What follows belongs to an exercise in optimizing a design on an open flow for small area, a short achievable clock period and few clock cycles per item; a production flow would make more cautious choices.
Power and IR drop assume default switching activity.

Design word_tokenizer_fnv1a_hasher_top, start of the top module:
module word_tokenizer_fnv1a_hasher_top #(
  parameter int unsigned LENGTH_WIDTH = wtok_pkg::LENGTH_WIDTH_DEF
) (
  input  logic   clk,
  input  logic   rst,
  input  logic   byte_valid,
  output logic   byte_ready,
  input  wtok_pkg::byte_t  byte_data,
  output logic   token_valid,
  input  logic   token_ready,
  output wtok_pkg::token_t token_data
);
  localparam logic [1:0] C_NONE = 2'd0;
  localparam logic [1:0] C_WORD = 2'd1;
  localparam logic [1:0] C_LF   = 2'd2;
  localparam logic [1:0] C_END  = 2'd3;
  logic [1:0]  ib_cls;
  logic        ib_b7;
  logic        ib_b7m;      
  logic                    in_word;
  logic [31:0]             hash_r;
  logic [LENGTH_WIDTH-1:0] len_r;
  logic                    last_r;
  logic [1:0]  e_pre;
  logic        w_own;
  logic        e_post;
  logic        rdy_nt;
  logic        rdy_t;
  logic        e_front;
  logic        word_end;
  logic        imm_w;
  logic        take;
  logic        w_now;       
  logic        w_give;      
  logic        ok;
  logic        hash_upd;
  logic        hash_clr;
  logic        byte_xfer;
  logic        in_space;
  logic [1:0]  in_cls;
  logic [6:0]  in_low;
  logic [31:0] mix_out;
  logic [31:0] mixed;
  logic [6:0]  hlo_n;
  logic        w_next_nt;   
  logic        w_next_t;    
  logic [1:0]  ib_cls_n;
  logic        in_word_n;
  logic [1:0]  e_pre_n;
  logic        w_own_n;
  logic        e_post_n;
  logic        ok_nt_n;
  logic        ok_t_n;
  assign e_front     = (e_pre != 2'd0);
  assign word_end    = in_word && ib_cls[1];
  assign imm_w       = word_end && !e_front;
  assign token_valid = e_front || w_own || imm_w;
  assign take        = token_valid && token_ready;
  assign token_data.word_hash   = e_front ? EOS_HASH : hash_r;
  assign token_data.word_length = e_front ? EOS_LENGTH : 16'(len_r);
  ...
export LEC_CHECK = 0
export ABC_AREA = 1
export CAP_MARGIN = 20
export CORE_MARGIN = 2
export CORE_UTILIZATION = 40
export CTS_BUF_LIST = sky130_fd_sc_hd__clkbuf_8
export CTS_CLUSTER_SIZE = 20
export PLACE_DENSITY = 0.7
export SETUP_SLACK_MARGIN = 2.8
export SLEW_MARGIN = 20
create_clock -name core_clock -period 6.5 [get_ports {clk}]
standard.sh (not shown) runs the stock make flow with config.mk's settings and CLKGATE_MAP_FILE= SYNTH_SCRIPT=/design/flow/synth_recipe.tcl, a recipe that flattens the netlist after the stock synthesis.
==> flow/flow/run.sh <==
#!/bin/bash
# Layout flow: the standard flow, with two changes between its steps.
#  1. After the standard synthesis, flow/fapol.py re-chooses the polarity of
#     each full adder cell (a full adder is self-dual) to drop the inverters
#     that Yosys's adder extraction leaves between them, and turns an xor2
#     with one inverted input into an xnor2 (or back). Registers and all
#     other cells are untouched.
#  2. Ports are buffered with sky130_fd_sc_hd__buf_1 instead of the
#     flow's default buffer cell (every port still gets its own buffer).
# Each tool's output goes to a log file of its own in this folder.
set -euo pipefail
R=orfs/results/sky130hd/word_tokenizer_fnv1a_hasher_top/base
bash standard.sh synth > 1_standard_synth.log 2>&1
cp $R/1_2_yosys.v 1_2_yosys.standard.v
python3 flow/fapol.py 1_2_yosys.standard.v $R/1_2_yosys.v > 2_fapol.log 2>&1
touch $R/1_2_yosys.v
bash standard.sh BUFFER_PORTS_ARGS="-buffer_cell sky130_fd_sc_hd__buf_1" finish > 3_standard_finish.log 2>&1
Other scripts of this flow, unchanged in this note and not shown: flow/flow/fapol.py
Change:
--- a/flow/design.v
+++ b/flow/design.v
@@ -72,27 +72,28 @@
   input  wtok_pkg::byte_t  byte_data,
   output logic   token_valid,
   input  logic   token_ready,
   output wtok_pkg::token_t token_data
 );
   localparam logic [1:0] C_NONE = 2'd0;
   localparam logic [1:0] C_WORD = 2'd1;
   localparam logic [1:0] C_LF   = 2'd2;
   localparam logic [1:0] C_END  = 2'd3;
   logic [1:0]  ib_cls;
   logic        ib_b7;
-  logic        ib_b7m;      
   logic                    in_word;
   logic [31:0]             hash_r;
   logic [LENGTH_WIDTH-1:0] len_r;
   logic                    last_r;
+  logic [LENGTH_WIDTH:0]   len_t;     
+  logic                    len_en;
   logic [1:0]  e_pre;
   logic        w_own;
   logic        e_post;
   logic        rdy_nt;
   logic        rdy_t;
   logic        e_front;
   logic        word_end;
   logic        imm_w;
   logic        take;
   logic        w_now;       
   logic        w_give;      
@@ -185,23 +186,23 @@
         default: ;
       endcase
     end
     mixed = mix_out;
     if (rst || hash_clr) hlo_n = FNV_BASIS[6:0];
     else if (hash_upd)   hlo_n = mixed[6:0];
     else                 hlo_n = hash_r[6:0];
     if (byte_xfer && in_cls == C_WORD) hlo_n = hlo_n ^ in_low;
     w_next_nt = w_own_n || (in_word_n && ib_cls_n[1]);
     w_next_t  = (e_pre_n != 2'd0) && w_next_nt;
   end
-  fnv_mul u_mul (.x(hash_r), .e(ib_b7m), .ex(ib_b7), .y(mix_out));
+  fnv_mul u_mul (.x(hash_r), .e(ib_b7), .y(mix_out));
   wtok_room u_room_nt (
     .cls(ib_cls_n), .in_word(in_word_n), .e_pre(e_pre_n), .w_own(w_own_n),
     .e_post(e_post_n), .take(1'b0), .ok(ok_nt_n)
   );
   wtok_room u_room_t (
     .cls(ib_cls_n), .in_word(in_word_n), .e_pre(e_pre_n), .w_own(w_own_n),
     .e_post(e_post_n), .take(1'b1), .ok(ok_t_n)
   );
   always_ff @(posedge clk) begin
     if (rst) begin
       ib_cls  <= C_NONE;
@@ -219,50 +220,51 @@
       e_post  <= e_post_n;
       rdy_nt  <= ((ib_cls_n == C_NONE) || ok_nt_n) && !w_next_nt;
       rdy_t   <= ((ib_cls_n == C_NONE) || ok_t_n) && !w_next_t;
     end
   end
   always_ff @(posedge clk) begin
     if (byte_xfer) begin
       ib_b7 <= byte_data.data_byte[7];
     end
   end
   always_ff @(posedge clk) begin
-    if (byte_xfer || ok) begin
-      ib_b7m <= byte_data.data_byte[7];
-    end
-  end
-  always_ff @(posedge clk) begin
     if (rst || hash_clr) begin
       hash_r[31:7] <= FNV_BASIS[31:7];
-      len_r        <= '0;
     end else if (hash_upd) begin
       hash_r[31:7] <= mixed[31:7];
-      if (len_r != '1) begin
-        len_r <= len_r + LENGTH_WIDTH'(1);
-      end
     end
   end
+  always_comb begin
+    len_t[0] = 1'b1;
+    for (int i = 0; i < LENGTH_WIDTH; i++) begin
+      len_t[i+1] = len_t[i] & len_r[i];
+    end
+    len_en = hash_upd && !len_t[LENGTH_WIDTH];
+  end
+  always_ff @(posedge clk) begin
+    len_r <= {LENGTH_WIDTH{!(rst || hash_clr)}} &
+             (len_r ^ ({LENGTH_WIDTH{len_en}} & len_t[LENGTH_WIDTH-1:0]));
+  end
   always_ff @(posedge clk) begin
     hash_r[6:0] <= hlo_n;
   end
   always_ff @(posedge clk) begin
     if (ok && word_end && !w_now) begin
       last_r <= (ib_cls == C_END);
     end
   end
 endmodule
 module fnv_mul (
   input  logic [31:0] x,
   input  logic        e,
-  input  logic        ex,
   output logic [31:0] y
 );
   logic fs0;
   logic fc0;
   logic fs1;
   logic fc1;
   logic fs2;
   logic fc2;
   logic fs3;
   logic fc3;
   logic fs4;
@@ -900,23 +902,23 @@
   assign pn77 = pn61 & pn56;
   logic gn78, pn78;
   assign gn78 = gn62 | (pn62 & gn56);
   assign pn78 = pn62 & pn56;
   logic gn79, pn79;
   assign gn79 = gn63 | (pn63 & gn56);
   assign pn79 = pn63 & pn56;
   logic gn80, pn80;
   assign gn80 = gn64 | (pn64 & gn56);
   assign pn80 = pn64 & pn56;
   logic [31:0] pe;
-  assign pe = p0 ^ {32{ex}};
+  assign pe = p0 ^ {32{e}};
   assign y[0] = pe[0] ^ e;
   assign y[1] = pe[1] ^ gc0;
   assign y[2] = pe[2] ^ gn1;
   assign y[3] = pe[3] ^ gn17;
   assign y[4] = pe[4] ^ gn18;
   assign y[5] = pe[5] ^ gn33;
   assign y[6] = pe[6] ^ gn34;
   assign y[7] = pe[7] ^ gn35;
   assign y[8] = pe[8] ^ gn36;
   assign y[9] = pe[9] ^ gn49;
   assign y[10] = pe[10] ^ gn50;
=> The new run passed the timing, DRC and antenna checks. Die area drops by 1.8%. Sequential power is about the same. Synthesized area falls by 1.8%. Cell count rose by 0.45%. Register-to-register slack degrades by 0.04 ns. Via count shrinks by 4.6%. Total power increases by 4.2%. First-iteration DRC count fell by 14%. Design area drops by 0.75%. Clock skew goes up by 0.0056 ns. Wire length goes down by 7.0%. Worst setup slack got worse by 0.044 ns. Global-route usage goes up by 0.26 points.
Function was not checked in any run of this note: the RTL went through the layout flow alone.

## what the ideal ports hide
In the flow no input, the clock included, has a driving cell. The finished layouts below were timed again as built, in two steps. Step 1 sets driving cells, clkbuf_16 on the clock port and buf_2 on the other inputs (assumed; they add their load-dependent delay and slew). Step 2 moves the port delays by t, midway between the first and last clock arrival at a register: inputs arrive t later, outputs are due t later. That takes back most of the time a late clock gives input paths. a / b / c = ideal ports / drivers / drivers and shift; a / b = the first two.
run | shift t [ns] | setup WS [ns] | clock arrival spread, ns
the first run | 0.391 | 2.927 / 2.927 / 2.927 | 0.015 / 0.015
the second run | 0.410 | 2.882 / 2.882 / 2.642 | 0.020 / 0.020
After both steps setup and hold are still met in every run listed. The setup slack of the second run, which loses most, moves by 0.000 ns with the drivers and by -0.240 ns with both steps.
